What follows belongs to an exercise in optimizing a design on an open flow for small area; a production flow would make more cautious choices. In this exercise RTL edits were held to simulation tests only and were not proved equivalent to the original. Power figures rest on the tool's default switching activity, not on a simulated workload.

== run B ==
## calc_core
module calc_core #(
  parameter  int WIDTH = 32,
  localparam int NIB   = WIDTH / 4,
  localparam int SHW   = $clog2(WIDTH)
) (
  input  logic               clk,
  input  logic               rst,
  input  logic [NIB-1:0]     inc_pulse,
  input  logic               dec,
  input  logic               sel,
  input  logic [3:0]         op,
  input  logic               start,
  output logic               busy,
  output logic               done,
  output logic [WIDTH-1:0]   opa,
  output logic [WIDTH-1:0]   opb,
  output logic [2*WIDTH-1:0] result,
  output logic [2*WIDTH-1:0] last_result,
  output logic               zf,
  output logic               sf,
  output logic               cf,
  output logic               of,
  output logic               err
);
make LEC_CHECK=0 CAP_MARGIN=40 CORE_MARGIN=2 CORE_UTILIZATION=40 CTS_BUF_LIST=sky130_fd_sc_hd__clkbuf_8 CTS_CLUSTER_DIAMETER=60 CTS_CLUSTER_SIZE=20 SLEW_MARGIN=20 finish   # period 8.0 ns
run.sh (not shown) runs the stock make flow with config.mk's settings and CLKGATE_MAP_FILE= SYNTH_SCRIPT=/design/flow/synth_recipe.tcl, a recipe that flattens the netlist after the stock synthesis.
Run B: done, clean on timing, DRC and antenna
[inputs] run R vs run B
Settings: removing CTS_CLUSTER_DIAMETER (formerly 60); removing CTS_BUF_LIST (formerly sky130_fd_sc_hd__clkbuf_8); removing CTS_CLUSTER_SIZE (formerly 20).
--- outcome ---
- Per the comparison of run R with run B, worst path setup slack after routing went up 0.023 ns, final area went up 2.8%, count of endpoints failing hold in the final timing report held, number of violations reported at the end of detailed-routing iteration 0 went down 67.

========
Another version of the RTL of calc_core (not shown whole).
For scale: about 1,200 cells after synthesis, about 280 flip-flops, about 13,000 sq um of cells after synthesis.
export LEC_CHECK = 0
export CAP_MARGIN = 10
export CORE_MARGIN = 2
export CORE_UTILIZATION = 55
export SLEW_MARGIN = 10
create_clock -name core_clock -period 8.0 [get_ports {clk}]
standard.sh (not shown) runs the stock make flow with config.mk's settings and CLKGATE_MAP_FILE= SYNTH_SCRIPT=/design/flow/synth_recipe.tcl, a recipe that flattens the netlist after the stock synthesis.
==> flow/flow/run.sh <==
#!/bin/bash
# The standard layout (standard.sh), with three changes:
#  - synthesis maps with an area-recovering ABC script (same Yosys flow,
#    same registers; only the ABC script differs), see abc.script
#  - port buffers use the smallest buffer cell
#  - CTS inserts no dummy loads and uses small (clkbuf_4) leaf clusters
set -euo pipefail
here=$(pwd)
rm -rf "$here/scripts_abc"
cp -r "$FLOW_HOME/scripts" "$here/scripts_abc"
cp "$here/flow/abc.script" "$here/scripts_abc/abc_speed.script"
SCRIPTS_DIR="$here/scripts_abc" bash standard.sh synth > synth.log 2>&1
export BUFFER_PORTS_ARGS="-buffer_cell sky130_fd_sc_hd__buf_1"
export CTS_ARGS="-sink_clustering_enable -repair_clock_nets -dont_use_dummy_load -buf_list sky130_fd_sc_hd__clkbuf_4 -sink_clustering_size 12 -sink_clustering_max_diameter 45"
bash standard.sh finish > layout.log 2>&1
==> flow/flow/abc.script <==
strash
dch -f
amap -m -F 4 -A 8
topo
buffer -c
topo
stime -c
dnsize -c
The first run completed with no timing, DRC or antenna violations.
Edit:
--- a/flow/flow/run.sh
+++ b/flow/flow/run.sh
@@ -13,3 +13,3 @@
 export BUFFER_PORTS_ARGS="-buffer_cell sky130_fd_sc_hd__buf_1"
-export CTS_ARGS="-sink_clustering_enable -repair_clock_nets -dont_use_dummy_load -buf_list sky130_fd_sc_hd__clkbuf_4 -sink_clustering_size 12 -sink_clustering_max_diameter 45"
+export CTS_ARGS="-sink_clustering_enable -repair_clock_nets -dont_use_dummy_load -buf_list sky130_fd_sc_hd__clkbuf_4 -sink_clustering_size 10 -sink_clustering_max_diameter 40"
 bash standard.sh finish > layout.log 2>&1
The new run produced a clean layout.
Final area hardly moves.
Maximum frequency rises by 0.35%.
Clock skew falls by 0.0034 ns.
Utilization rises by 0.17 points.
Total power rises by 0.55%.
Die area does not change.
Routed wire length barely changes.
Global-route usage rises by 0.16 points.
Final cell count hardly moves.
First-iteration DRC count falls by 9.2%.
Edit:
==> flow/flow/abc.script (replaced) <==
strash
dch -f
amap -m -F 4 -A 8
topo
stime -c
dnsize -c
=> The changed run produced a clean layout; via count rose by 1.0%; register-to-register slack degrades by 0.19 ns; routed wire length shrinks by 1.2%; synthesized area decreases by 2.0%; sequential cell count is unchanged; clock power came out lower by about 2%.
Edit:
==> flow/flow/abc.script (replaced) <==
strash
dch -f
amap -m -F 4 -A 8
topo
buffer -c
topo
stime -c
dnsize -c
- PLACE_DENSITY: not set -> 0.8
What happened: The changed run produced a clean layout. Utilization is lower by 2.0 points. Via count is higher slightly. Register-to-register slack gets better by 0.03 ns. Setup slack gets better by 0.028 ns. Area after synthesis is higher by a few percent. Clock-buffer cell count is lower by 3. Final cell count hardly moves. Clock power is lower by a few percent. Synthesized cell count is higher by a few percent. Total power barely changes. Sequential share of layout area hardly moves.

==> re-timing with driven ports <==
How much do the figures lean on ideal ports? The routed layouts below were timed once more, with nothing changed but the port constraints. Step 1 (the two cells are an assumption about what drives the block):
set clk [get_ports {clk}]
set_driving_cell -lib_cell sky130_fd_sc_hd__clkbuf_16 $clk
set_driving_cell -lib_cell sky130_fd_sc_hd__buf_2 [delete_from_list [all_inputs] $clk]
Step 2 also shifts input and output timing later by t, the mid clock arrival at the registers, as if the neighbouring blocks saw the same clock. a / b / c = ideal ports / drivers / drivers and shift; a / b = the first two.
run | shift t [ns] | setup WS [ns] | worst setup path after step 2 | clock arrival spread, ns
run B | 0.667 | 1.358 / 1.358 / 1.358 | register to register | 0.036 / 0.036
run R | 0.577 | 1.381 / 1.381 / 1.381 | register to register | 0.026 / 0.025
the first run of note 2 | 0.667 | 0.886 / 0.886 / 0.886 | register to register | 0.076 / 0.076
the second run of note 2 | 0.672 | 0.911 / 0.911 / 0.911 | register to register | 0.072 / 0.072
the third run of note 2 | 0.664 | 0.719 / 0.719 / 0.719 | register to register | 0.095 / 0.095
the fourth run of note 2 | 0.665 | 0.747 / 0.747 / 0.747 | register to register | 0.082 / 0.081
After both steps setup and hold are still met in every run listed.
